What follows belongs to an exercise in optimizing a design on an open flow for small area; a production flow would make more cautious choices. Only simulation tests tie the RTL to the original design; equivalence was not proved. Power is estimated from default activity; no workload was simulated. The flow treats the clock pin as an ideal source, which a real chip does not have.

==> flow/design.v <==
module pu_sequencer #(
   parameter int WIDTH = 32,
   parameter int LEN   = 8,
   parameter int ROWS  = 4
) (
   input  logic                             clk,
   input  logic                             rst,
   input  logic                             wr_en,
   input  logic                             wr_sel,
   input  logic [$clog2(ROWS*LEN)-1:0]      wr_addr,
   input  logic [WIDTH-1:0]                 wr_data,
   input  logic                             start,
   output logic                             busy,
   output logic                             done,
   output logic                             pu_en,
   output logic [WIDTH-1:0]                 pu_x1, pu_x2, pu_x3, pu_x4,
   output logic [WIDTH-1:0]                 pu_w1, pu_w2, pu_w3, pu_w4,
   input  logic [WIDTH-1:0]                 pu_data,
   output logic                             out_valid,
   output logic [((ROWS > 1) ? $clog2(ROWS) : 1)-1:0] out_row,
   output logic [WIDTH-1:0]                 out_data
);
   logic [3:0]       seq, seq_nx;
   logic [WIDTH-1:0] x_buf [8];
   logic [WIDTH-1:0] w_buf [32];
   logic [WIDTH-1:0] acc;
   logic             we;
   logic [7:0]       csel;
   logic             ph;
   logic [WIDTH-1:0] wr_data_ph;
   logic [WIDTH-1:0] w_lane [4];
   assign busy      = (seq < 4'd10);
   assign pu_en     = ~seq[3];
   assign done      = (seq == 4'd10);
   assign out_valid = (seq == 4'd3) || (seq == 4'd5) || (seq == 4'd7) || (seq == 4'd9);
   assign out_row   = 2'(seq[3:1] - 3'd1);
   assign out_data  = acc;
   always_comb begin
      if (rst)                                         seq_nx = 4'd15;
      else if (seq == 4'd10 || seq > 4'd10)            seq_nx = start ? 4'd0 : 4'd15;
      else                                             seq_nx = seq + 4'd1;
   end
   always_ff @(posedge clk)
      seq <= seq_nx;
   assign we = wr_en && !busy && !rst;
   for (genvar k = 0; k < 8; k++) begin : g_x
      logic set;
      assign set = we && !wr_sel && wr_addr == 5'(k);
      pu_sequencer_word #(.W(WIDTH)) u_word (
         .clk(clk), .keep(!set), .set(set), .d(wr_data), .q(x_buf[k]));
   end
   always_ff @(posedge clk) begin
      if (rst) ph <= 1'b0;
      else     ph <= !ph;
   end
   assign wr_data_ph = wr_data ^ {WIDTH{ph}};
   for (genvar k = 0; k < 32; k++) begin : g_w
      logic set;
      assign set = we && wr_sel && wr_addr == 5'(k);
      pu_sequencer_iword #(.W(WIDTH)) u_word (
         .clk(clk), .keep(!set), .set(set), .dn(wr_data_ph), .q(w_buf[k]));
   end
   always_ff @(posedge clk)
      for (int c = 0; c < 8; c++)
         csel[c] <= (seq_nx[2:0] == 3'(c));
   pu_sequencer_sel2 #(.W(WIDTH)) u_x1 (.s0(!seq[0]), .s1(seq[0]), .a0(x_buf[0]), .a1(x_buf[4]), .y(pu_x1));
   pu_sequencer_sel2 #(.W(WIDTH)) u_x2 (.s0(!seq[0]), .s1(seq[0]), .a0(x_buf[1]), .a1(x_buf[5]), .y(pu_x2));
   pu_sequencer_sel2 #(.W(WIDTH)) u_x3 (.s0(!seq[0]), .s1(seq[0]), .a0(x_buf[2]), .a1(x_buf[6]), .y(pu_x3));
   pu_sequencer_sel2 #(.W(WIDTH)) u_x4 (.s0(!seq[0]), .s1(seq[0]), .a0(x_buf[3]), .a1(x_buf[7]), .y(pu_x4));
   pu_sequencer_sel8 #(.W(WIDTH)) u_w1 (.s(csel),
      .a0(w_buf[0]), .a1(w_buf[4]), .a2(w_buf[8]),  .a3(w_buf[12]),
      .a4(w_buf[16]), .a5(w_buf[20]), .a6(w_buf[24]), .a7(w_buf[28]), .y(w_lane[0]));
   pu_sequencer_sel8 #(.W(WIDTH)) u_w2 (.s(csel),
      .a0(w_buf[1]), .a1(w_buf[5]), .a2(w_buf[9]),  .a3(w_buf[13]),
      .a4(w_buf[17]), .a5(w_buf[21]), .a6(w_buf[25]), .a7(w_buf[29]), .y(w_lane[1]));
   pu_sequencer_sel8 #(.W(WIDTH)) u_w3 (.s(csel),
      .a0(w_buf[2]), .a1(w_buf[6]), .a2(w_buf[10]), .a3(w_buf[14]),
      .a4(w_buf[18]), .a5(w_buf[22]), .a6(w_buf[26]), .a7(w_buf[30]), .y(w_lane[2]));
   pu_sequencer_sel8 #(.W(WIDTH)) u_w4 (.s(csel),
      .a0(w_buf[3]), .a1(w_buf[7]), .a2(w_buf[11]), .a3(w_buf[15]),
      .a4(w_buf[19]), .a5(w_buf[23]), .a6(w_buf[27]), .a7(w_buf[31]), .y(w_lane[3]));
   assign pu_w1 = w_lane[0] ^ {WIDTH{ph}};
   assign pu_w2 = w_lane[1] ^ {WIDTH{ph}};
   assign pu_w3 = w_lane[2] ^ {WIDTH{ph}};
   assign pu_w4 = w_lane[3] ^ {WIDTH{ph}};
   logic [WIDTH-1:0] acc_sum;
   pu_sequencer_add u_add (.a(acc & {WIDTH{!seq[0]}}), .b(pu_data), .s(acc_sum));
   always_ff @(posedge clk)
      acc <= acc_sum;
endmodule
module pu_sequencer_add (
   input  logic [31:0] a,
   input  logic [31:0] b,
   output logic [31:0] s
);
   logic [3:0] c;
   pu_sequencer_rca8 u_b0 (.a(a[7:0]), .b(b[7:0]), .s(s[7:0]), .co(c[0]));
   for (genvar k = 1; k < 4; k++) begin : g_blk
      logic [7:0] s0;
      logic       co0;
      pu_sequencer_rca8 u_rca (.a(a[8*k +: 8]), .b(b[8*k +: 8]), .s(s0), .co(co0));
      pu_sequencer_inc8 u_inc (.s0(s0), .co0(co0), .ci(c[k-1]), .s(s[8*k +: 8]), .co(c[k]));
   end
endmodule
module pu_sequencer_rca8 (
   input  logic [7:0] a,
   input  logic [7:0] b,
   output logic [7:0] s,
   output logic       co
);
   logic [8:0] c;
   pu_sequencer_ha u_ha (.a(a[0]), .b(b[0]), .s(s[0]), .co(c[1]));
   for (genvar i = 1; i < 8; i++) begin : g_bit
      pu_sequencer_fa u_fa (.a(a[i]), .b(b[i]), .ci(c[i]), .s(s[i]), .co(c[i+1]));
   end
   assign co = c[8];
endmodule
module pu_sequencer_inc8 (
   input  logic [7:0] s0,
   input  logic       co0,
   input  logic       ci,
   output logic [7:0] s,
   output logic       co
);
   logic [8:0] ones;    
   assign ones[0] = 1'b1;
   for (genvar i = 0; i < 8; i++) begin : g_bit
      assign ones[i+1] = ones[i] & s0[i];
      assign s[i]      = s0[i] ^ (ci & ones[i]);
   end
   assign co = co0 | (ci & ones[8]);
endmodule
module pu_sequencer_ha (
   input  logic a,
   input  logic b,
   output logic s,
   output logic co
);
   assign s  = a ^ b;
   assign co = a & b;
endmodule
module pu_sequencer_fa (
   input  logic a,
   input  logic b,
   input  logic ci,
   output logic s,
   output logic co
);
   assign s  = a ^ b ^ ci;
   assign co = (a & b) | (ci & (a ^ b));
endmodule
module pu_sequencer_word #(
   parameter int W = 32
) (
   input  logic         clk,
   input  logic         keep,
   input  logic         set,
   input  logic [W-1:0] d,
   output logic [W-1:0] q
);
   always_ff @(posedge clk)
      q <= (q & {W{keep}}) | (d & {W{set}});
endmodule
module pu_sequencer_iword #(
   parameter int W = 32
) (
   input  logic         clk,
   input  logic         keep,
   input  logic         set,
   input  logic [W-1:0] dn,
   output logic [W-1:0] q
);
   always_ff @(posedge clk)
      q <= ~((q | {W{set}}) & (dn | {W{keep}}));
endmodule
module pu_sequencer_sel2 #(
   parameter int W = 32
) (
   input  logic         s0,
   input  logic         s1,
   input  logic [W-1:0] a0,
   input  logic [W-1:0] a1,
   output logic [W-1:0] y
);
   assign y = (a0 & {W{s0}}) | (a1 & {W{s1}});
endmodule
module pu_sequencer_sel8 #(
   parameter int W = 32
) (
   input  logic [7:0]   s,
   input  logic [W-1:0] a0, a1, a2, a3, a4, a5, a6, a7,
   output logic [W-1:0] y
);
   logic [W-1:0] n0, n1, n2;
   pu_sequencer_aoi3 #(.W(W)) u_g0 (.s(s[2:0]), .a0(a0), .a1(a1), .a2(a2), .y(n0));
   pu_sequencer_aoi3 #(.W(W)) u_g1 (.s(s[5:3]), .a0(a3), .a1(a4), .a2(a5), .y(n1));
   pu_sequencer_aoi2 #(.W(W)) u_g2 (.s(s[7:6]), .a0(a6), .a1(a7), .y(n2));
   assign y = ~(n0 & n1 & n2);
endmodule
module pu_sequencer_aoi3 #(
   parameter int W = 32
) (
   input  logic [2:0]   s,
   input  logic [W-1:0] a0, a1, a2,
   output logic [W-1:0] y
);
   assign y = ~((a0 & {W{s[0]}}) | (a1 & {W{s[1]}}) | (a2 & {W{s[2]}}));
endmodule
module pu_sequencer_aoi2 #(
   parameter int W = 32
) (
   input  logic [1:0]   s,
   input  logic [W-1:0] a0, a1,
   output logic [W-1:0] y
);
   assign y = ~((a0 & {W{s[0]}}) | (a1 & {W{s[1]}}));
endmodule
==> flow/flow/run.sh <==
#!/bin/bash
# The standard layout, with the port buffers made from the smallest plain
# buffer, a clock tree with larger sink clusters and no dummy loads, and
# slack-driven downsizing after global routing (clock tree left alone),
# followed by another slew/capacitance and timing repair.
set -euo pipefail
here=$(pwd)
export BUFFER_PORTS_ARGS="-buffer_cell sky130_fd_sc_hd__buf_1"
export CTS_ARGS="-sink_clustering_enable -repair_clock_nets -dont_use_dummy_load -sink_clustering_size 30 -sink_clustering_max_diameter 70 -buf_list {sky130_fd_sc_hd__clkbuf_16}"
export RECOVER_POWER=100
export PRE_GLOBAL_ROUTE_TCL="$here/flow/pre_grt.tcl"
export POST_GLOBAL_ROUTE_TCL="$here/flow/post_grt.tcl"
bash standard.sh > standard_flow.log 2>&1
==> flow/flow/post_grt.tcl <==
# Power recovery may leave slew or capacitance violations: repair them, and
# timing, again on global-route parasitics, then refresh the route guides.
unset_dont_touch [get_cells clkbuf_*]
log_cmd global_route -start_incremental
log_cmd estimate_parasitics -global_routing
repair_design_helper
log_cmd detailed_placement
log_cmd global_route -end_incremental \
  -congestion_report_file $::env(REPORTS_DIR)/congestion_post_repair_design2.rpt
log_cmd estimate_parasitics -global_routing
log_cmd global_route -start_incremental
log_cmd repair_timing -setup_margin 0.08 -hold_margin 0.02 -repair_tns 100 -verbose
log_cmd detailed_placement
log_cmd global_route -end_incremental \
  -congestion_report_file $::env(REPORTS_DIR)/congestion_post_repair_timing2.rpt
log_cmd estimate_parasitics -global_routing
report_check_types -max_slew -max_capacitance -violators
write_guides $::env(RESULTS_DIR)/route.guide
==> flow/flow/pre_grt.tcl <==
# Keep the clock tree out of the power-recovery downsizing.
set clk_insts {}
foreach inst [get_cells clkbuf_*] {
  lappend clk_insts $inst
}
puts "pre_grt: dont_touch on [llength $clk_insts] clock tree cells"
set_dont_touch $clk_insts
==> flow/standard.sh <==
#!/bin/bash
# synth_recipe.tcl (not shown) runs the flow's synth.tcl, then flattens the netlist and writes it again
# the make line also repeats each setting of config.mk as NAME=value (left out here)
make -C /OpenROAD-flow-scripts/flow DESIGN_CONFIG=/design/flow/config.mk WORK_HOME=/design/flow/orfs CLKGATE_MAP_FILE= SYNTH_SCRIPT=/design/flow/synth_recipe.tcl "${@:-finish}"
==> flow/config.mk <==
export PLATFORM = sky130hd
export DESIGN_NAME = pu_sequencer
export DESIGN_NICKNAME = pu_sequencer
export VERILOG_FILES = /design/flow/design.v
export SDC_FILE = /design/flow/constraint.sdc
export NUM_CORES = 4
export LEC_CHECK = 0
export CAP_MARGIN = 10
export CORE_MARGIN = 2
export CORE_UTILIZATION = 70
export PLACE_DENSITY = 0.9
export SLEW_MARGIN = 10
export SYNTH_HIERARCHICAL = 1
==> flow/constraint.sdc <==
create_clock -name core_clock -period 5.0 [get_ports {clk}]
set_input_delay 1.0000 -clock core_clock [delete_from_list [all_inputs] [get_ports {clk}]]
set_output_delay 1.0000 -clock core_clock [all_outputs]
set_load 0.01 [all_outputs]
==> results.cfg, run 1 <==
[route]
antenna_left = 0
dr.first_iter.drc_count = 9161
drc = 0
routed_wl_um = 155000
drtPass1Iterations = 12
vias = 41200
avgViaCountPerCell = 7.96
wl_per_cell_um = 29.9

[setup_path]
crit_required_ns = 5.55
startpoint_type = flip-flop
path_max_fanout = 7
criticalPathCategory = flip-flop to flip-flop
worstPathArrival_ns = 5.25
crit_path_end_kind = flip-flop

[global_route]
grt-ovfl-total = 0
grt_pass1_wl_um = 227000
grt_max_degree = 82
grt_antenna_before_repair = 1
grt_usage = 0.413
grt_pass1_vias = 38900

[hold_path]
worstHoldPathType = flip-flop to flip-flop

[clock_network]
clockRootBuffer = clkbuf_16
path_clk_slew_ns = 0.10
postCtsSetupBuffers = 0
numCtsBuffers = 53
cts.repair.resized = 0
clk_latency_ns = 0.66
cts_tree = done
cts_max_level = 2
cts_buffer_depth = 3
cts_hold_buf = 0
clock-sinks = 1325

[sta]
skew_ns = 0.0585
period_share = 0.940
worst_slack_ns = 0.300
hold_violations = 0
fin_crit_ns = 4.70
slew_headroom = 0.111
setup_viol = 0
worstMarginPinSlew_ns = 1.33
tns_ns = 0
fmax_ghz = 0.213
drv_slew = 0

[synthesis]
yosysWarningCount = 12
syn_area_um2 = 47500
synth_nets = 4209
syn_inst = 4096
syn-mean-instance-area_um2 = 11.6

[floorplanning]
rows = 95
start_util = 0.707
core_um2 = 67200
die_area_um2 = 69900
io_pins = 368
die_x_um = 264
die_h_um = 264

[finish]
drive_gt1_frac = 0.0752
multi_input_area_um2 = 17900
syn_to_final_growth_pct = 5.43
nFillCells = 4241
register_area_um2 = 26600
final_cells = 5178
fin_nets = 4413
final_core_util = 0.745

[power]
switching_share = 0.281
pwr-share-comb = 0.159
power_switching_uw = 5850
p_leak_uw = 0.0187
p_clk_frac = 0.242
p_seq_frac = 0.599
p_int_uw = 14900
irDropWorstVdd_uv = 285
power_density_nw_per_um2 = 415

[job]
drv_cap = 0

[placed_design]
place_inst = 5089
dp_worst_setup_slack_ns = -0.311
dpl.hpwl_um = 87700
numPortBuffers = 367
place.gp.congestion = 0.962

[status]
status = finished clean
-- power groups by stage --
stage	combinational (µW)	clock [µW]	sequential [µW]
2_1_floorplan	2080	0	12400
3_3_place_gp	3010	0	12500
3_5_place_dp	3120	0	12600
4_1_cts	3140	4960	12400
6_report	3300	5040	12400
-- cell type report --
class                           count  share of cell area
Antenna cell                        7            0.000350
Clock buffer                       53              0.0265
Inverter                           14             0.00110
Multi-Input combinational cell   2360               0.358
Sequential cell                  1325               0.531
Tap cell                          873              0.0218
Timing Repair Buffer              546              0.0614
-- layer usage --
| layer | routed length [µm] | global-route usage |
|---|---|---|
| met1 | 53200 | 0.521 |
| met2 | 67300 | 0.620 |
| met3 | 23400 | 0.122 |
| met4 | 11100 | 0.270 |
| met5 | 0 | 0 |
-- stage by stage --
step                      total power (µW)  cell area (µm²)  hold slack, ns
after global placement               15500            48400           0.428
final                                20800            50000           0.446
after floorplan                      14500            47500           0.421
after CTS                            20500            49700           0.445
after detailed placement             15700            48400           0.436
-- critical path, cell delays in order, from the launching register on --
cell and delay, ns:
dfxtp_4 0.42, nor2b_1 0.06, ha_1 0.20, fa_1 0.38, fa_1 0.39, fa_2 0.36
fa_1 0.41, fa_1 0.39, fa_1 0.41, fa_2 0.38, nand4_1 0.11, nor2_1 0.08
a31o_4 0.26, nand4_4 0.09, nor2_4 0.05, a31o_4 0.26, ha_1 0.20, xor2_1 0.14
-- cell usage in the layout (no fill, tap or decap), drive strengths merged, types with 14 or more instances in the layout --
master and n:
dfxtp 1325, o22ai 1025, buf 483, a22o 384, a222oi 256, xor2 172
nand3 141, a22oi 128, clkbuf 116, nand2 49, nor2 49, nor2b 36
fa 28, nor3 17, inv 14
-- worst paths after layout --
check,slack (ns),from,cells after the start,to
worst max register to register,0.30,seq[0]$_DFF_P_,17,acc[25]$_DFF_P_
worst min register to register,0.45,g_w[28].u_word.q[6]$_DFF_P_,1,g_w[28].u_word.q[6]$_DFF_P_
worst min-delay path,0.45,g_w[28].u_word.q[6]$_DFF_P_,1,g_w[28].u_word.q[6]$_DFF_P_
worst max-delay path,0.30,seq[0]$_DFF_P_,17,acc[25]$_DFF_P_
-- flip-flops by register name, indices dropped and copies added (netlist names) --
register      cells
ph                1
acc              32
g_x.u_word.q    256
csel              8
seq               4
g_w.u_word.q   1024
==> inputs of run 2 (changes only) <==
==> flow/flow/run.sh (replaced) <==
#!/bin/bash
# The standard layout, with the port buffers made from the smallest plain
# buffer, and a clock tree with larger sink clusters and no dummy loads.
set -euo pipefail
export BUFFER_PORTS_ARGS="-buffer_cell sky130_fd_sc_hd__buf_1"
export CTS_ARGS="-sink_clustering_enable -repair_clock_nets -dont_use_dummy_load -sink_clustering_size 30 -sink_clustering_max_diameter 70 -buf_list {sky130_fd_sc_hd__clkbuf_16}"
bash standard.sh > standard_flow.log 2>&1
removed: flow/flow/post_grt.tcl
removed: flow/flow/pre_grt.tcl
==> run 2 against run 1 <==
  * Critical path depth shrank 1
  * Wire length decreased by 1.4%
  * Combinational power fell by 2%
  * Sequential power hardly changed
  * First-iteration DRC count decreased by 9.1%
  * Register-to-register slack hardly changed
  * Core utilization is 0.29 points lower
  * Synthesized area stayed put
==> results.cfg, run 2 <==
[power]
power_density_nw_per_um2 = 416
p_seq_frac = 0.600
p_int_uw = 14900
pwr-share-comb = 0.157
p_leak_uw = 0.0185
report.power.total_uw = 20700
p_clk_frac = 0.243
irDropWorstVdd_uv = 286
switching_share = 0.281
power_switching_uw = 5820

[finish]
drive_gt1_frac = 0.0782
final_common_cell = dfxtp_1
largest_register_ff_count = 1024
largest_registers = g_w.u_word.q x1024, g_x.u_word.q x256, acc x32
layout_common_cells = dfxtp_1 (1315), o22ai_1 (1025), buf_1 (367)
largest_register = g_w.u_word.q
syn_to_final_growth_pct = 5.02
fin_nets = 4388

[clock_network]
cts_tree = done
cts_hold_buf = 0
path_clk_slew_ns = 0.10
cts.repair.resized = 0
postCtsSetupBuffers = 0
clock-sinks = 1325
cts_buffer_depth = 3
numCtsBuffers = 53
clockRootBuffer = clkbuf_16
cts_max_level = 2
clk_latency_ns = 0.66

[synthesis]
synth_nets = 4209
syn_inst = 4096
yosysWarningCount = 12
syn-mean-instance-area_um2 = 11.6
syn_area_um2 = 47500

[setup_path]
cp_slowest_cell = fa_1
crit_chain = nor2b_1, ha_1, fa_1, fa_1, fa_1, fa_1, fa_1, fa_2, fa_1, a31o_4, nand4_4, nor2_4, a31o_4, nand4_4, nor3_2, xor2_1
worstPathArrival_ns = 5.29
reg2reg_to = acc[31]$_DFF_P_
criticalPathCategory = flip-flop to flip-flop
cpPeakStageDelay_ns = 0.55
crit_required_ns = 5.58
startpoint_type = flip-flop
crit_path_end_kind = flip-flop
reg2reg_from = seq[0]$_DFF_P_
path_common_cell = fa_1
path_max_fanout = 9
rr_worst_depth = 16
rrSetupSlack_ns = 0.29

[hold_path]
worstHoldPathCells = 1
min_from = g_w[28].u_word.q[6]$_DFF_P_
worstHoldPathType = flip-flop to flip-flop
hold_path_end = g_w[28].u_word.q[6]$_DFF_P_

[floorplanning]
io_pins = 368
core_um2 = 67200
start_util = 0.707
die_h_um = 264
rows = 95
die_x_um = 264
die_area_um2 = 69900

[route]
avgViaCountPerCell = 7.91
dr.first_iter.drc_count = 8325
vias = 40800
wl_per_cell_um = 29.7
drc = 0
drtPass1Iterations = 13
routed_wl_um = 153000
antenna_left = 0

[sta]
slew_headroom = 0.128
worst_hold_slack_ns = 0.444
skew_ns = 0.0575
setup_viol = 0
period_share = 0.942
fin_crit_ns = 4.71
worstMarginPinSlew_ns = 1.31
drv_slew = 0
fmax_ghz = 0.212
rsz0062_at_grt = false
hold_violations = 0

[global_route]
grt-ovfl-total = 0
grt_pass1_wl_um = 227000
grt_antenna_before_repair = 1
grt_usage = 0.413
grt_pass1_vias = 38900
grt_max_degree = 82

[job]
drv_cap = 0

[placed_design]
dpl.hpwl_um = 87700
place.gp.congestion = 0.962
numPortBuffers = 367

[status]
status = finished clean
==> run 2: worst max-delay path by stage <==
stage,startpoint,to,slack [ns],cells past startpoint
2_1_floorplan,pu_data[8],acc[31]$_DFF_P_,-0.003,15
3_3_place_gp,pu_data[8],acc[31]$_DFF_P_,-0.14,16
3_5_place_dp,pu_data[8],acc[31]$_DFF_P_,-0.31,16
4_1_cts,seq[0]$_DFF_P_,acc[31]$_DFF_P_,0.29,16
5_1_grt,seq[0]$_DFF_P_,acc[31]$_DFF_P_,0.06,16
6_report,seq[0]$_DFF_P_,acc[31]$_DFF_P_,0.29,16
==> run 2: per-layer routing <==
layer | share of wire | vias to the layer above | GRT usage
met1 | 0.35 | 19600 | 0.521
met3 | 0.15 | 831 | 0.122
met5 | 0.000085 | - | 0
met2 | 0.43 | 3586 | 0.620
li1 | - | 16700 | -
met4 | 0.073 | 2 | 0.270
==> run 2: cell type report <==
cell class / instances / area [µm²]
flip-flops and latches: 1325 / 26600
multi-input cells: 2360 / 18000
fillers: 4319 / 17300
repair buffers: 521 / 2760
clock buffers: 53 / 1330
well taps: 873 / 1090
inverters: 14 / 55.1
diodes: 5 / 12.5
==> run 2: critical path, delay by kind of cell, from the launching register on <==
kind / cells / cell delay [ns]
xor gates and xnor gates: 1 / 0.17
and+or+nand+nor: 5 / 0.59
DFF: 1 / 0.42
adders and majority gates: 8 / 3.08
AOI/OAI and AO/OA: 2 / 0.36
==> run 2: power groups by stage <==
stage	clock network, µW	registers (µW)	logic [µW]
floorplan	0	12400	2080
global placement	0	12500	3010
detailed placement	0	12600	3120
CTS	4960	12400	3140
global route	5310	12500	3420
finish	5040	12400	3250
==> run 2: stage by stage <==
stage          setup TNS, ns  instances  area (µm²)  setup WS (ns)  utilization
5_1_grt                    0       5146       49800         0.0623        0.742
2_1_floorplan       -0.00328       4096       47500       -0.00328            -
4_1_cts                    0       5142       49700          0.288        0.740
3_5_place_dp           -1.82       5089       48400         -0.311        0.721
3_3_place_gp          -0.744       5089       48400         -0.140        0.721
6_report                   0       5151       49800          0.292        0.742
==> inputs of run 3 (changes only) <==
--- a/flow/config.mk
+++ b/flow/config.mk
@@ -8,6 +8,6 @@
 export CAP_MARGIN = 10
 export CORE_MARGIN = 2
 export CORE_UTILIZATION = 70
-export PLACE_DENSITY = 0.9
+export PLACE_DENSITY = 0.85
 export SLEW_MARGIN = 10
 export SYNTH_HIERARCHICAL = 1
==> run 3 against run 2 <==
  * Still clean
  * Fmax decreased by 0.32%
  * Cell count decreased by 0.16%
  * Count of clock-buffer cells in the layout increased by 1
  * Sequential power about the same
  * Combinational power about the same
  * Via count decreased by 0.44%
  * Largest power group unchanged
==> results.cfg, run 3 <==
[status]
status = finished clean

[synthesis]
syn_area_um2 = 47500
syn-mean-instance-area_um2 = 11.6
syn_inst = 4096
synth_nets = 4209
yosysWarningCount = 12

[route]
drc = 0
top_layer = met5
dr.first_iter.drc_count = 7862
wl_per_cell_um = 29.9
vias = 40600
avgViaCountPerCell = 7.89
drtPass1Iterations = 17
routed_wl_um = 154000
drt-met1-wl_um = 54800
wl_met3_um = 22100
antenna_left = 0
dr_wl_met2_um = 66300

[floorplanning]
core_um2 = 67200
rows = 95
die_h_um = 264
start_util = 0.707
die_x_um = 264
die_area_um2 = 69900
io_pins = 368

[finish]
layout_common_cells = dfxtp_1 (1315), o22ai_1 (1025), buf_1 (367)
syn_to_final_growth_pct = 4.81
largest_register_ff_count = 1024
drive_gt1_frac = 0.0767
stdcell_area_um2 = 49700
largest_register = g_w.u_word.q
fin_nets = 4381
largest_registers = g_w.u_word.q x1024, g_x.u_word.q x256, acc x32
nFillCells = 4538
multi_input_area_um2 = 18100
final_common_cell = dfxtp_1
register_area_um2 = 26600
final_core_util = 0.741

[clock_network]
numCtsBuffers = 54
clk_latency_ns = 0.67
clock-sinks = 1325
cts_tree = done
cts_max_level = 2
cts_hold_buf = 0
path_clk_slew_ns = 0.10
cts.repair.resized = 0
postCtsSetupBuffers = 0
clockRootBuffer = clkbuf_16
cts_buffer_depth = 3

[power]
irDropWorstVdd_uv = 389
p_seq_frac = 0.599
pwr-share-comb = 0.156
p_clk_frac = 0.245
p_int_uw = 14900
p_leak_uw = 0.0185
power_density_nw_per_um2 = 417
report.power.total_uw = 20800
power_switching_uw = 5850
switching_share = 0.282

[placed_design]
place.gp.congestion = 0.950
numPortBuffers = 367
dpl.hpwl_um = 88500
place_area_um2 = 48400

[job]
drv_cap = 0

[setup_path]
worstPathArrival_ns = 5.28
criticalPathCategory = flip-flop to flip-flop
startpoint = seq[0]$_DFF_P_
path_common_cell = fa_1
reg2reg_from = seq[0]$_DFF_P_
startpoint_type = flip-flop
path_max_fanout = 20
crit_required_ns = 5.56
cp_slowest_cell = fa_1
cpPeakStageDelay_ns = 0.56
crit_path_end_kind = flip-flop
crit_chain = buf_4, nor2b_1, ha_1, fa_1, fa_1, fa_1, fa_1, fa_1, fa_1, fa_1, a31o_4, nand4_4, nor2_1, xor2_1

[sta]
fmax_ghz = 0.212
tns_ns = 0
slew_headroom = 0.0522
drv_slew = 0
worstMarginPinSlew_ns = 1.42
setup_viol = 0
fin_crit_ns = 4.72
hold_violations = 0
worst_hold_slack_ns = 0.448
skew_ns = 0.0590
period_share = 0.945
rsz0062_at_grt = false

[global_route]
grt_max_degree = 83
grt_usage = 0.419
grt_pass1_wl_um = 229000
grt-ovfl-total = 0
grt_antenna_before_repair = 4
grt_pass1_vias = 38500

[hold_path]
worstHoldPathType = flip-flop to flip-flop
min_from = g_w[9].u_word.q[27]$_DFF_P_
[run 3: per-stage QoR]
stage	std cells	worst slack, ns
global route	5139	0.0737
detailed placement	5084	-0.201
finish	5143	0.277
floorplan	4096	-0.00328
global placement	5084	-0.144
CTS	5138	0.273
[run 3: worst paths after layout]
kind	end	slack, ns	cells after the start
setup reg to reg	acc[28]$_DFF_P_	0.28	14
hold reg to reg	g_w[9].u_word.q[27]$_DFF_P_	0.45	1
hold / removal	g_w[9].u_word.q[27]$_DFF_P_	0.45	1
setup / recovery	acc[28]$_DFF_P_	0.28	14
[run 3: critical path, delay by kind of cell, from the launching register on]
family / cells / cell delay (ns)
flip-flops: 1 / 0.49
buffers and inverters: 1 / 0.25
XOR/XNOR: 1 / 0.15
adder cells (fa/ha/maj): 8 / 3.22
AND/OR/NAND/NOR: 3 / 0.34
AO/OA/AOI/OAI: 1 / 0.20
[run 3: per-layer routing]
layer / vias to the layer above / global-route usage
met5: - / 0
met4: 6 / 0.276
met3: 746 / 0.127
met2: 3362 / 0.622
met1: 19700 / 0.530
li1: 16800 / -
[run 3: area by class of cell]
| class | instances | share of cell area |
|---|---|---|
| Sequential cell | 1325 | 0.534 |
| Multi-Input combinational cell | 2360 | 0.364 |
| Timing Repair Buffer | 513 | 0.0517 |
| Clock buffer | 54 | 0.0272 |
| Tap cell | 873 | 0.0220 |
| Inverter | 14 | 0.00111 |
| Antenna cell | 4 | 0.000201 |
[run 3: power by group through the flow]
stage               combinational, µW  sequential, µW  clock [µW]
global placement                 3030           12600           0
CTS                              3150           12400        5060
detailed placement               3130           12600           0
finish                           3240           12400        5080
floorplan                        2080           12400           0
global route                     3410           12500        5400
==> inputs of run 4 (changes only) <==
--- a/flow/config.mk
+++ b/flow/config.mk
@@ -7,7 +7,7 @@
 export LEC_CHECK = 0
 export CAP_MARGIN = 10
 export CORE_MARGIN = 2
-export CORE_UTILIZATION = 70
-export PLACE_DENSITY = 0.85
+export CORE_UTILIZATION = 60
+export PLACE_DENSITY = 0.9
 export SLEW_MARGIN = 10
 export SYNTH_HIERARCHICAL = 1
==> run 4 against run 3 <==
  * Clock skew is 0.053 ns higher
  * Worst hold slack better by 0.0022 ns
  * Total power is 0.35% lower
  * Global-route usage is 6.4 points lower
  * Cell count is 3.3% higher
  * Combinational power is 2% lower
  * Highest routed layer unchanged
==> results.cfg, run 4 <==
[placed_design]
numPortBuffers = 367
place.gp.congestion = 0.913
place_inst = 5253
dpl.hpwl_um = 90400
dp_worst_setup_slack_ns = -0.332

[sta]
drv_slew = 0
fin_crit_ns = 4.78
tns_ns = 0
worstMarginPinSlew_ns = 1.34
fmax_ghz = 0.209
worst_slack_ns = 0.223
rsz0062_at_grt = false
skew_ns = 0.112
hold_violations = 0
period_share = 0.955
setup_viol = 0
slew_headroom = 0.107

[clock_network]
cts_buffer_depth = 3
postCtsSetupBuffers = 0
cts_tree = done
cts.repair.resized = 0
path_clk_slew_ns = 0.11
clock-sinks = 1325
numCtsBuffers = 54
clk_latency_ns = 0.71
clockRootBuffer = clkbuf_16
cts_hold_buf = 0
cts_max_level = 2

[synthesis]
syn-mean-instance-area_um2 = 11.6
synth_nets = 4209
syn_inst = 4096
syn_area_um2 = 47500
yosysWarningCount = 12

[route]
avgViaCountPerCell = 7.61
drtPass1Iterations = 10
wl_per_cell_um = 28.8
antenna_left = 0
dr.first_iter.drc_count = 7676
drc = 0
routed_wl_um = 153000
vias = 40400

[hold_path]
worstHoldPathType = flip-flop to flip-flop
min_from = g_w[30].u_word.q[18]$_DFF_P_

[finish]
fin_nets = 4372
layout_common_cells = dfxtp_1 (1315), o22ai_1 (1025), buf_1 (367)
syn_to_final_growth_pct = 5.01
final_common_cell = dfxtp_1
largest_register_ff_count = 1024
final_cells = 5312
drive_gt1_frac = 0.0761
largest_registers = g_w.u_word.q x1024, g_x.u_word.q x256, acc x32
largest_register = g_w.u_word.q

[global_route]
grt_pass1_wl_um = 229000
grt_max_degree = 98
grt-ovfl-total = 0
grt_usage = 0.355
grt_pass1_vias = 39400
grt_antenna_before_repair = 8

[power]
p_leak_uw = 0.0184
power_density_nw_per_um2 = 415
report.power.total_uw = 20700
irDropWorstVdd_uv = 309

[setup_path]
worstPathArrival_ns = 5.33
path_max_fanout = 14
reg2reg_from = seq[0]$_DFF_P_
startpoint_type = flip-flop
rrSetupSlack_ns = 0.22
criticalPathCategory = flip-flop to flip-flop
startpoint = seq[0]$_DFF_P_
crit_required_ns = 5.55
crit_path_end_kind = flip-flop

[floorplanning]
die_area_um2 = 81400
core_um2 = 78600
start_util = 0.604
io_pins = 368
die_h_um = 285
die_x_um = 285
rows = 103

[status]
status = finished clean

[job]
drv_cap = 0
[run 4: changes by cell type in the layout (fill, tap and decap cells not counted)]
cell and change:
buf_4 -10, xor2_2 +8, xor2_4 -8, nand2_1 -5, nand2_2 +5, buf_12 +1
diode_2 +1, or2_1 -1, or2_2 +1
[run 4: metrics by stage]
| stage | util | hold WS (ns) | area (µm²) |
|---|---|---|---|
| after floorplan | - | 0.421 | 47500 |
| final | 0.634 | 0.450 | 49800 |
| after global routing | 0.634 | 0.458 | 49800 |
| after detailed placement | 0.617 | 0.436 | 48500 |
| after global placement | 0.617 | 0.428 | 48500 |
| after CTS | 0.634 | 0.450 | 49800 |
[run 4: final timing paths]
kind / endpoint / cells after the start
setup reg to reg: acc[31]$_DFF_P_ / 16
hold reg to reg: g_w[30].u_word.q[18]$_DFF_P_ / 1
hold / removal: g_w[30].u_word.q[18]$_DFF_P_ / 1
setup / recovery: acc[31]$_DFF_P_ / 16
[run 4: power by group]
| group | total [µW] | internal [µW] | switching (µW) |
|---|---|---|---|
| registers | 12500 | 11700 | 745 |
| logic | 3160 | 1260 | 1900 |
| clock network | 5070 | 1940 | 3130 |
[run 4: layout make-up]
| cell class | instances | area (µm²) |
|---|---|---|
| timing repair buffer | 504 | 2520 |
| clock buffer | 54 | 1350 |
| inverter | 14 | 55.1 |
| antenna | 5 | 12.5 |
| tap | 1050 | 1310 |
| sequential | 1325 | 26600 |
| multi-input combinational | 2360 | 18000 |
| fill | 5895 | 28800 |
[run 4: routing by layer]
metal,track usage,vias up,routed length [µm]
met4,0.233,4,10800
met5,0,-,21
met1,0.444,19400,54200
li1,-,16700,-
met3,0.0875,797,21200
met2,0.547,3494,66900
[run 4: critical path, cell delays in order, from the launching register on]
cell and delay, ns:
dfxtp_4 0.44, nor2b_1 0.07, ha_1 0.21, fa_1 0.41, fa_1 0.41, fa_1 0.41
fa_1 0.42, fa_1 0.41, fa_2 0.36, fa_1 0.56, a31o_4 0.18, nand4_4 0.09
nor2_4 0.12, a31o_4 0.19, nand4_4 0.12, nor3_2 0.15, xor2_1 0.18
==> inputs of run 5 (changes only) <==
--- a/flow/config.mk
+++ b/flow/config.mk
@@ -7,7 +7,7 @@
 export LEC_CHECK = 0
 export CAP_MARGIN = 10
 export CORE_MARGIN = 2
-export CORE_UTILIZATION = 60
+export CORE_UTILIZATION = 50
 export PLACE_DENSITY = 0.9
 export SLEW_MARGIN = 10
 export SYNTH_HIERARCHICAL = 1
==> run 5 against run 4 <==
  * Core utilization fell by 9.8 points
  * Cell count increased by 3.9%
  * Fmax is 1.1% higher
  * Sequential cell count is the same
  * Wire length increased by 2.7%
  * Combinational power is 2% higher
  * Total power rose by 0.59%
  * Die area grew 20%
  * Setup slack improved by 0.050 ns
  * Critical endpoint unchanged
  * Largest cell class unchanged
==> results.cfg, run 5 <==
[status]
status = finished clean

[sta]
hold_violations = 0
worst_slack_ns = 0.273
worstMarginPinSlew_ns = 1.35
setup_viol = 0
rsz0062_at_grt = false
fin_crit_ns = 4.73
period_share = 0.945
drv_slew = 0
skew_ns = 0.0843
slew_headroom = 0.101
fmax_ghz = 0.212

[floorplanning]
core_um2 = 93700
die_h_um = 312
die_x_um = 312
rows = 112
start_util = 0.506
io_pins = 368
die_area_um2 = 97400

[clock_network]
cts_hold_buf = 0
postCtsSetupBuffers = 0
clock-sinks = 1325
path_clk_slew_ns = 0.08
cts_tree = done
clockRootBuffer = clkbuf_16
clk_latency_ns = 0.65
cts.repair.resized = 0
cts_buffer_depth = 3
numCtsBuffers = 55
cts_max_level = 2

[hold_path]
worstHoldPathCells = 1
worstHoldPathType = flip-flop to flip-flop
min_from = g_w[10].u_word.q[8]$_DFF_P_

[setup_path]
startpoint_type = flip-flop
crit_path_end_kind = flip-flop
path_max_fanout = 16
worstPathArrival_ns = 5.30
startpoint = seq[0]$_DFF_P_
reg2reg_from = seq[0]$_DFF_P_
rr_worst_depth = 16
criticalPathCategory = flip-flop to flip-flop
crit_required_ns = 5.58

[finish]
largest_register_ff_count = 1024
layout_common_cells = dfxtp_1 (1315), o22ai_1 (1025), buf_1 (367)
fin_nets = 4376
final_common_cell = dfxtp_1
largest_registers = g_w.u_word.q x1024, g_x.u_word.q x256, acc x32
syn_to_final_growth_pct = 5.91
final_cells = 5518
largest_register = g_w.u_word.q
drive_gt1_frac = 0.0760

[placed_design]
place_inst = 5460
dp_worst_setup_slack_ns = -0.240
dpl.hpwl_um = 93700
numPortBuffers = 367
place.gp.congestion = 0.948

[power]
p_clk_frac = 0.247
irDropWorstVdd_uv = 292
pwr-share-comb = 0.154
power_density_nw_per_um2 = 414
switching_share = 0.282
p_int_uw = 14900
p_seq_frac = 0.599
p_leak_uw = 0.0185
power_switching_uw = 5870

[job]
drv_cap = 0

[synthesis]
yosysWarningCount = 12
synth_nets = 4209
syn_area_um2 = 47500
syn_inst = 4096
syn-mean-instance-area_um2 = 11.6

[global_route]
grt_max_degree = 84
grt_antenna_before_repair = 3
grt-ovfl-total = 0
grt_usage = 0.302
grt_pass1_vias = 39500
grt_pass1_wl_um = 234000

[route]
wl_per_cell_um = 28.5
antenna_left = 0
avgViaCountPerCell = 7.38
routed_wl_um = 157000
drc = 0
vias = 40700
drtPass1Iterations = 15
dr.first_iter.drc_count = 7922
## run 5: cell count changes in the layout (fill, tap and decap cells not counted)
cell,change
or2_1,+1
xor2_4,+9
nand2_2,-3
or2_2,-1
buf_12,+3
diode_2,-2
clkbuf_16,+1
nand2_1,+3
xor2_2,-9
## run 5: final timing paths
path | endpoint | slack [ns]
hold reg to reg | g_w[10].u_word.q[8]$_DFF_P_ | 0.45
setup / recovery | acc[31]$_DFF_P_ | 0.27
setup reg to reg | acc[31]$_DFF_P_ | 0.27
hold / removal | g_w[10].u_word.q[8]$_DFF_P_ | 0.45
## run 5: layout make-up
type | count | area, µm²
multi-input cells | 2360 | 18100
inverters | 14 | 55.1
flip-flops and latches | 1325 | 26600
clock buffers | 55 | 1380
repair buffers | 507 | 2580
diodes | 3 | 7.51
well taps | 1254 | 1570
fillers | 7709 | 43500
## run 5: power groups by stage
stage | Clock (µW) | Combinational [µW] | Sequential (µW)
global placement | 0 | 3020 | 12600
finish | 5140 | 3220 | 12500
floorplan | 0 | 2080 | 12400
CTS | 5100 | 3160 | 12400
detailed placement | 0 | 3140 | 12600
global route | 5460 | 3410 | 12600
## run 5: critical path, cell delays in order (launching register included)
cell and delay (ns):
dfxtp_4 0.45, nor2b_1 0.07, ha_1 0.21, fa_1 0.37, fa_1 0.39, fa_1 0.39, fa_1 0.38, fa_1 0.39
fa_2 0.36, fa_1 0.57, a31o_4 0.18, nand4_4 0.09, nor2_4 0.12, a31o_4 0.19, nand4_4 0.12, nor3_2 0.17
xor2_1 0.17
## run 5: metrics by stage
step / area, µm² / power, µW / TNS [ns] / util / hold slack (ns)
global placement: 48900 / 15600 / -0.611 / 0.521 / 0.429
global route: 50300 / 21400 / 0 / 0.536 / 0.456
CTS: 50300 / 20700 / 0 / 0.536 / 0.447
finish: 50300 / 20800 / 0 / 0.536 / 0.447
detailed placement: 48900 / 15800 / -1.40 / 0.521 / 0.437
floorplan: 47500 / 14500 / -0.00328 / - / 0.421
## run 5: per-layer routing
layer	routed length, µm	global-route usage	up-vias	share of wire
met2	68700	0.468	3461	0.44
li1	-	-	16700	-
met3	23000	0.0954	766	0.15
met1	55900	0.373	19800	0.36
met5	25	0.00193	-	0.00016
met4	9410	0.167	2	0.060
==> inputs of run 6 (changes only) <==
--- a/flow/config.mk
+++ b/flow/config.mk
@@ -7,7 +7,7 @@
 export LEC_CHECK = 0
 export CAP_MARGIN = 10
 export CORE_MARGIN = 2
-export CORE_UTILIZATION = 50
+export CORE_UTILIZATION = 55
 export PLACE_DENSITY = 0.9
 export SLEW_MARGIN = 10
 export SYNTH_HIERARCHICAL = 1
==> run 6 against run 5 <==
  * Still clean
  * Die area decreased by 9.0%
  * Count of clock-buffer cells in the layout is the same
  * Clock power barely moved
  * Fmax barely moved
  * Total power is 0.20% lower
  * Clock skew decreased by 0.0070 ns
  * Synthesized cell count did not move
  * Cell count shrank 2.0%
  * Synthesized area did not move
  * Sequential cell count unchanged
  * First-iteration DRC count is essentially flat
==> results.cfg, run 6 <==
[floorplanning]
start_util = 0.556
die_h_um = 298
die_x_um = 298
io_pins = 368
die_area_um2 = 88600
rows = 107
core_um2 = 85300

[clock_network]
clk_latency_ns = 0.71
cts_max_level = 2
path_clk_slew_ns = 0.08
cts_buffer_depth = 3
cts_hold_buf = 0
cts_tree = done
cts.repair.resized = 0
clock-sinks = 1325
numCtsBuffers = 55
postCtsSetupBuffers = 0
clockRootBuffer = clkbuf_16

[sta]
hold_violations = 0
skew_ns = 0.0773
period_share = 0.945
worst_hold_slack_ns = 0.443
fin_crit_ns = 4.73
drv_slew = 0
fmax_ghz = 0.212
slew_headroom = 0.108
worstMarginPinSlew_ns = 1.34
worst_slack_ns = 0.273
rsz0062_at_grt = false
setup_viol = 0

[route]
antenna_left = 0
wl_per_cell_um = 28.7
drtPass1Iterations = 11
dr.first_iter.drc_count = 7917
drc = 0
avgViaCountPerCell = 7.49
routed_wl_um = 155000
vias = 40500

[global_route]
grt_usage = 0.331
grt-ovfl-total = 0
grt_pass1_wl_um = 232000
grt_max_degree = 81
grt_pass1_vias = 39300
grt_antenna_before_repair = 5

[power]
irDropWorstVdd_uv = 323
power_density_nw_per_um2 = 415
p_leak_uw = 0.0185

[job]
drv_cap = 0

[finish]
final_cells = 5405
largest_registers = g_w.u_word.q x1024, g_x.u_word.q x256, acc x32
largest_register = g_w.u_word.q
largest_register_ff_count = 1024
final_common_cell = dfxtp_1
final_core_util = 0.587
layout_common_cells = dfxtp_1 (1315), o22ai_1 (1025), buf_1 (367)
nFillCells = 6674
syn_to_final_growth_pct = 5.57
fin_nets = 4373
drive_gt1_frac = 0.0754

[setup_path]
criticalPathCategory = flip-flop to flip-flop
startpoint = seq[0]$_DFF_P_
startpoint_type = flip-flop
path_common_cell = fa_1
rrSetupSlack_ns = 0.27
worstPathArrival_ns = 5.28
rr_worst_depth = 16
cp_slowest_cell = fa_1
reg2reg_from = seq[0]$_DFF_P_
crit_path_end_kind = flip-flop
cpPeakStageDelay_ns = 0.55
crit_required_ns = 5.56
reg2reg_to = acc[28]$_DFF_P_
crit_chain = nor2b_1, ha_1, fa_1, fa_1, fa_1, fa_1, fa_1, fa_2, fa_1, a31o_4, nand4_4, nor2_4, a31o_4, nand4_4, nor2_1, xor2_1
path_max_fanout = 17

[synthesis]
syn_area_um2 = 47500
syn_inst = 4096
synth_nets = 4209
syn-mean-instance-area_um2 = 11.6
yosysWarningCount = 12

[hold_path]
worstHoldPathCells = 1
min_from = g_w[8].u_word.q[24]$_DFF_P_
worstHoldPathType = flip-flop to flip-flop
hold_path_end = g_w[8].u_word.q[24]$_DFF_P_

[placed_design]
dp_worst_setup_slack_ns = -0.219
place.gp.congestion = 0.918
numPortBuffers = 367
dpl.hpwl_um = 91500
place_inst = 5347

[status]
status = finished clean
[run 6: how the worst max path moves through the flow]
stage,endpoint
2_1_floorplan,acc[31]$_DFF_P_
3_3_place_gp,acc[28]$_DFF_P_
3_5_place_dp,acc[28]$_DFF_P_
4_1_cts,acc[25]$_DFF_P_
5_1_grt,acc[28]$_DFF_P_
6_report,acc[28]$_DFF_P_
[run 6: power breakdown]
part           total (µW)  switching (µW)  internal [µW]
combinational        3200            1940           1260
sequential          12400             734          11700
clock                5120            3150           1970
[run 6: through the flow]
| step | cell area (µm²) | total power (µW) | setup TNS, ns |
|---|---|---|---|
| after floorplan | 47500 | 14500 | -0.00328 |
| after global placement | 48700 | 15600 | -0.619 |
| after detailed placement | 48700 | 15700 | -1.21 |
| after CTS | 50100 | 20600 | 0 |
| after global routing | 50100 | 21400 | 0 |
| final | 50100 | 20800 | 0 |
[run 6: cell type report]
| type | instances | area, µm² | share of cell area |
|---|---|---|---|
| sequential | 1325 | 26600 | 0.530 |
| inverter | 14 | 55.1 | 0.00110 |
| timing repair buffer | 504 | 2530 | 0.0505 |
| tap | 1144 | 1430 | 0.0286 |
| antenna | 3 | 7.51 | 0.000150 |
| multi-input combinational | 2360 | 18100 | 0.362 |
| clock buffer | 55 | 1380 | 0.0275 |
[run 6: critical path: cells and delay by family, from the launching register on]
family,cells,cell delay (ns)
flip-flops,1,0.47
XOR/XNOR,1,0.17
adder cells (fa/ha/maj),8,3.07
AO/OA/AOI/OAI,2,0.35
AND/OR/NAND/NOR,5,0.58
[run 6: metal layers]
layer,track usage,wire (µm),vias up
met5,0,39,-
met4,0.184,9490,6
met3,0.101,23200,739
met2,0.505,67400,3556
met1,0.416,55000,19500
li1,-,-,16700
==> inputs of run 7 (changes only) <==
==> flow/flow/run.sh (replaced) <==
#!/bin/bash
# The standard layout, with the port buffers made from the smallest plain
# buffer, and a clock tree with larger sink clusters and no dummy loads.
set -euo pipefail
export BUFFER_PORTS_ARGS="-buffer_cell sky130_fd_sc_hd__buf_1"
export CTS_ARGS="-sink_clustering_enable -repair_clock_nets -dont_use_dummy_load -sink_clustering_size 16 -sink_clustering_max_diameter 50 -buf_list {sky130_fd_sc_hd__clkbuf_8}"
bash standard.sh > standard_flow.log 2>&1
--- a/flow/config.mk
+++ b/flow/config.mk
@@ -7,7 +7,7 @@
 export LEC_CHECK = 0
 export CAP_MARGIN = 10
 export CORE_MARGIN = 2
-export CORE_UTILIZATION = 55
+export CORE_UTILIZATION = 70
 export PLACE_DENSITY = 0.9
 export SLEW_MARGIN = 10
 export SYNTH_HIERARCHICAL = 1
==> run 7 against run 6 <==
  * Synthesized area did not move
  * Non-clock buffer count is 17 higher
  * Worst hold slack gained 0.0027 ns
  * Via count grew 1.7%
  * Still clean on timing, DRC and antenna
  * Cell count decreased by 3.7%
  * Sequential cell count is the same
  * Sequential power barely moved
  * Global-route usage grew 8.6 points
  * Critical path depth unchanged
  * Highest routed layer is now met4
==> results.cfg, run 7 <==
[clock_network]
clockRootBuffer = clkbuf_8
clock-sinks = 1325
path_clk_slew_ns = 0.08
cts_max_level = 3
postCtsSetupBuffers = 0
cts_tree = done
cts_buffer_depth = 3
numCtsBuffers = 104
cts_hold_buf = 0
cts.repair.resized = 0
clk_latency_ns = 0.78

[setup_path]
criticalPathCategory = flip-flop to flip-flop
crit_path_end_kind = flip-flop
worstPathArrival_ns = 5.39
crit_required_ns = 5.64
reg2reg_from = seq[0]$_DFF_P_
path_max_fanout = 9
startpoint = seq[0]$_DFF_P_
startpoint_type = flip-flop

[sta]
fmax_ghz = 0.211
rsz0062_at_grt = false
hold_violations = 0
slew_headroom = 0.0605
setup_viol = 0
worstMarginPinSlew_ns = 1.41
fin_crit_ns = 4.75
drv_slew = 0
worst_hold_slack_ns = 0.445
skew_ns = 0.0704
period_share = 0.950

[finish]
largest_register = g_w.u_word.q
drive_gt1_frac = 0.0890
fin_nets = 4439
nFillCells = 4299
final_common_cell = dfxtp_1
multi_input_area_um2 = 18000
largest_register_ff_count = 1024
register_area_um2 = 26600
final_cells = 5203
largest_registers = g_w.u_word.q x1024, g_x.u_word.q x256, acc x32
layout_common_cells = dfxtp_1 (1315), o22ai_1 (1025), buf_1 (367)
syn_to_final_growth_pct = 5.23

[global_route]
grt_usage = 0.417
grt_max_degree = 82
grt_antenna_before_repair = 4
grt_pass1_vias = 39400
grt_pass1_wl_um = 229000
grt-ovfl-total = 0

[hold_path]
min_from = g_w[29].u_word.q[24]$_DFF_P_
worstHoldPathType = flip-flop to flip-flop

[floorplanning]
die_x_um = 264
core_um2 = 67200
start_util = 0.707
io_pins = 368
rows = 95
die_h_um = 264
die_area_um2 = 69900

[route]
drc = 0
avgViaCountPerCell = 7.92
vias = 41200
antenna_left = 0
routed_wl_um = 154000
dr.first_iter.drc_count = 8578
wl_per_cell_um = 29.6
drtPass1Iterations = 16

[synthesis]
synth_nets = 4209
syn_inst = 4096
syn-mean-instance-area_um2 = 11.6
yosysWarningCount = 12
syn_area_um2 = 47500

[status]
status = finished clean

[power]
power_density_nw_per_um2 = 417
p_leak_uw = 0.0186
report.power.total_uw = 20800
irDropWorstVdd_uv = 239

[placed_design]
numPortBuffers = 367
dpl.hpwl_um = 87700
place.gp.congestion = 0.962
place_inst = 5089

[job]
drv_cap = 0
run 7: stage by stage:
stage | TNS, ns | worst slack, ns | utilization | instance area [µm²]
after floorplan | -0.00328 | -0.00328 | - | 47500
after detailed placement | -1.82 | -0.311 | 0.721 | 48400
after global routing | 0 | 0.0228 | 0.743 | 49900
final | 0 | 0.251 | 0.744 | 49900
after global placement | -0.744 | -0.140 | 0.721 | 48400
after CTS | 0 | 0.235 | 0.742 | 49800
run 7: routing by layer:
metal  vias to the layer above  track usage  share of wire
li1                      16900            -              -
met4                         0        0.265          0.073
met5                         -            0              0
met3                       917        0.127           0.15
met2                      3749        0.628           0.43
met1                     19700        0.522           0.34
run 7: layout make-up:
class	count	share of cell area
clock buffers	104	0.0287
multi-input cells	2360	0.361
well taps	873	0.0219
flip-flops and latches	1325	0.532
diodes	6	0.000301
repair buffers	521	0.0551
inverters	14	0.00110
run 7: worst max-delay path: stages, from the launching register on:
cell and delay [ns]:
dfxtp_4 0.42, nor2b_1 0.07, ha_1 0.21, fa_1 0.40, fa_1 0.39, fa_1 0.38, fa_1 0.39, fa_1 0.40
fa_2 0.36, fa_1 0.55, a31o_4 0.17, nand4_4 0.10, nor2_4 0.13, a31o_4 0.19, nand4_4 0.12, nor2_1 0.18
xor2_1 0.20
run 7: worst paths after layout:
kind / endpoint / slack (ns) / depth (start not counted)
worst max-delay path: acc[28]$_DFF_P_ / 0.25 / 16
worst min-delay path: g_w[29].u_word.q[24]$_DFF_P_ / 0.45 / 1
worst max register to register: acc[28]$_DFF_P_ / 0.25 / 16
worst min register to register: g_w[29].u_word.q[24]$_DFF_P_ / 0.45 / 1
run 7: where the power goes:
group	internal (µW)	switching, µW
combinational	1280	1970
clock	1850	3250
sequential	11700	729
==> inputs of run 8 (changes only) <==
--- a/flow/design.v
+++ b/flow/design.v
@@ -27,7 +27,6 @@
    logic             we;
    logic [7:0]       csel;
    logic             ph;
-   logic [WIDTH-1:0] wr_data_ph;
    logic [WIDTH-1:0] w_lane [4];
    assign busy      = (seq < 4'd10);
    assign pu_en     = ~seq[3];
@@ -53,12 +52,15 @@
       if (rst) ph <= 1'b0;
       else     ph <= !ph;
    end
-   assign wr_data_ph = wr_data ^ {WIDTH{ph}};
+   logic [WIDTH-1:0] wr_data_ph2 [2];
+   for (genvar g = 0; g < 2; g++) begin : g_ph
+      pu_sequencer_flip #(.W(WIDTH)) u_flip (.p(ph), .d(wr_data), .y(wr_data_ph2[g]));
+   end
    for (genvar k = 0; k < 32; k++) begin : g_w
       logic set;
       assign set = we && wr_sel && wr_addr == 5'(k);
       pu_sequencer_iword #(.W(WIDTH)) u_word (
-         .clk(clk), .keep(!set), .set(set), .dn(wr_data_ph), .q(w_buf[k]));
+         .clk(clk), .keep(!set), .set(set), .dn(wr_data_ph2[k/16]), .q(w_buf[k]));
    end
    always_ff @(posedge clk)
       for (int c = 0; c < 8; c++)
@@ -173,6 +175,15 @@
    always_ff @(posedge clk)
       q <= ~((q | {W{set}}) & (dn | {W{keep}}));
 endmodule
+module pu_sequencer_flip #(
+   parameter int W = 32
+) (
+   input  logic         p,
+   input  logic [W-1:0] d,
+   output logic [W-1:0] y
+);
+   assign y = d ^ {W{p}};
+endmodule
 module pu_sequencer_sel2 #(
    parameter int W = 32
 ) (
==> flow/flow/run.sh (replaced) <==
#!/bin/bash
# The standard layout, with the port buffers made from the smallest plain
# buffer, and a clock tree with larger sink clusters and no dummy loads.
set -euo pipefail
export BUFFER_PORTS_ARGS="-buffer_cell sky130_fd_sc_hd__buf_1"
export CTS_ARGS="-sink_clustering_enable -repair_clock_nets -dont_use_dummy_load -sink_clustering_size 30 -sink_clustering_max_diameter 70 -buf_list {sky130_fd_sc_hd__clkbuf_16}"
bash standard.sh > standard_flow.log 2>&1
==> run 8 against run 7 <==
  * Worst hold slack better by 0.0046 ns
  * Wire length up 4.9%
  * Critical path type unchanged
  * Fmax down 1.5%
  * Setup slack worse by 0.070 ns
  * Synthesized area up 0.86%
  * Critical endpoint is now acc[29]$_DFF_P_
  * Count of clock-buffer cells in the layout down 52
==> results.cfg, run 8 <==
[floorplanning]
io_pins = 368
start_util = 0.710
die_area_um2 = 70500
die_x_um = 265
rows = 95
core_um2 = 67400
die_h_um = 265

[finish]
largest_register = g_w.u_word.q
final_core_util = 0.741
final_common_cell = dfxtp_1
final_cells = 5224
syn_to_final_growth_pct = 4.37
largest_registers = g_w.u_word.q x1024, g_x.u_word.q x256, acc x32
layout_common_cells = dfxtp_1 (1315), o22ai_1 (1025), buf_1 (367)
drive_gt1_frac = 0.0792
fin_nets = 4459
largest_register_ff_count = 1024
stdcell_area_um2 = 50000

[global_route]
grt_antenna_before_repair = 6
grt-ovfl-total = 0
grt_usage = 0.436
grt_max_degree = 98
grt_pass1_vias = 40200
grt_pass1_wl_um = 238000

[setup_path]
crit_path_end_kind = flip-flop
cp_slowest_cell = fa_1
criticalPathCategory = flip-flop to flip-flop
crit_chain = nor2b_1, ha_1, fa_1, fa_1, fa_1, fa_1, fa_1, fa_2, fa_1, a31o_4, nand4_4, nor2_4, a31o_4, nand4_4, nor2_2, xor2_1
reg2reg_to = acc[29]$_DFF_P_
rr_worst_depth = 16
startpoint_type = flip-flop
worstPathArrival_ns = 5.41
crit_required_ns = 5.59
cpPeakStageDelay_ns = 0.55
path_common_cell = fa_1
path_max_fanout = 9
rrSetupSlack_ns = 0.18
reg2reg_from = seq[0]$_DFF_P_

[clock_network]
postCtsSetupBuffers = 0
path_clk_slew_ns = 0.09
cts.repair.resized = 0
clk_latency_ns = 0.69
clock-sinks = 1325
cts_max_level = 2
cts_hold_buf = 0
cts_buffer_depth = 3
clockRootBuffer = clkbuf_16
cts_tree = done
numCtsBuffers = 52

[hold_path]
worstHoldPathType = flip-flop to flip-flop
hold_path_end = g_w[28].u_word.q[1]$_DFF_P_
worstHoldPathCells = 1
min_from = g_w[28].u_word.q[1]$_DFF_P_

[route]
vias = 41900
dr.first_iter.drc_count = 9139
drc = 0
routed_wl_um = 162000
avgViaCountPerCell = 8.03
wl_per_cell_um = 30.9
antenna_left = 0
drtPass1Iterations = 15

[synthesis]
syn_area_um2 = 47900
synth_nets = 4246
yosysWarningCount = 13
syn_inst = 4133
syn-mean-instance-area_um2 = 11.6

[sta]
tns_ns = 0
period_share = 0.964
fin_crit_ns = 4.82
worstMarginPinSlew_ns = 1.42
hold_violations = 0
fmax_ghz = 0.207
drv_slew = 0
setup_viol = 0
slew_headroom = 0.0538
skew_ns = 0.0313
rsz0062_at_grt = false

[placed_design]
place.gp.congestion = 0.914
dpl.hpwl_um = 94300
numPortBuffers = 367
place_area_um2 = 48600
place_inst = 5165

[power]
irDropWorstVdd_uv = 301
p_leak_uw = 0.0188
power_density_nw_per_um2 = 415

[job]
drv_cap = 0

[status]
status = finished clean
[run 8: how the worst max path moves through the flow]
stage	cells past startpoint	from	endpoint	slack, ns
after floorplan	15	pu_data[8]	acc[31]$_DFF_P_	-0.003
after global placement	16	pu_data[8]	acc[31]$_DFF_P_	-0.14
after detailed placement	16	pu_data[8]	acc[29]$_DFF_P_	-0.32
after CTS	16	seq[0]$_DFF_P_	acc[29]$_DFF_P_	0.20
after global routing	16	seq[0]$_DFF_P_	acc[29]$_DFF_P_	0.05
final	16	seq[0]$_DFF_P_	acc[29]$_DFF_P_	0.18
[run 8: area by class of cell]
cell class                      count  area, µm²
Antenna cell                        7       17.5
Sequential cell                  1325      26600
Fill cell                        4409      17400
Clock buffer                       52       1300
Multi-Input combinational cell   2392      17900
Tap cell                          873       1090
Timing Repair Buffer              561       2980
Inverter                           14       55.1
[run 8: power by group]
| group | switching [µW] | total, µW | internal [µW] | leakage, µW |
|---|---|---|---|---|
| Clock | 3140 | 5010 | 1870 | 0.000641 |
| Sequential | 757 | 12500 | 11700 | 0.0117 |
| Combinational | 1920 | 3240 | 1310 | 0.00648 |
[run 8: critical path, delay by kind of cell (launching register included)]
family                   cells  cell delay (ns)
adder cells (fa/ha/maj)      8             3.20
AND/OR/NAND/NOR              5             0.59
flip-flops                   1             0.42
AO/OA/AOI/OAI                2             0.36
XOR/XNOR                     1             0.18
[run 8: routing by layer]
metal	vias up	global-route usage	part of all wire
met4	2	0.301	0.084
li1	16900	-	-
met1	19900	0.539	0.34
met2	3993	0.638	0.42
met5	-	0.00277	0.000080
met3	1055	0.156	0.16
[run 8: metrics by stage]
step / hold slack (ns) / power, µW / setup WS [ns]
2_1_floorplan: 0.421 / 14600 / -0.00328
6_report: 0.450 / 20700 / 0.181
3_5_place_dp: 0.436 / 15800 / -0.318
4_1_cts: 0.448 / 20500 / 0.205
5_1_grt: 0.457 / 21300 / 0.0475
3_3_place_gp: 0.429 / 15600 / -0.141

-- re-timing with driven ports --
The results above use ideal ports. As a check the final layouts listed here were re-extracted and re-timed, cells and wires unchanged. Step 1: set_driving_cell puts a clkbuf_16 on clk and a buf_2 on each other input, an assumption about the parent block. Step 2, shift: input delay + t, output delay - t, t = (earliest + latest rising clock arrival at the registers) / 2. This alone moves slack from input paths to output paths. Three values: ideal, step 1, step 2; two values: the first two.
run	t, ns	slack for setup (ns)	worst data-port slew with drivers (ns)
run 1	0.716	0.300 / 0.300 / -0.289	0.15
run 2	0.709	0.292 / 0.292 / -0.282	0.15
run 3	0.706	0.277 / 0.277 / -0.211	0.14
run 4	0.715	0.223 / 0.223 / -0.388	0.15
run 5	0.705	0.273 / 0.273 / -0.275	0.13
run 6	0.724	0.273 / 0.273 / -0.265	0.15
run 7	0.787	0.251 / 0.251 / -0.349	0.15
run 8	0.740	0.181 / 0.181 / -0.405	0.14
Met with ideal ports but missed after step 2: setup timing in every run listed. For run 4, which loses most, drivers alone change the setup slack by 0.000 ns; drivers and shift together by -0.611 ns.
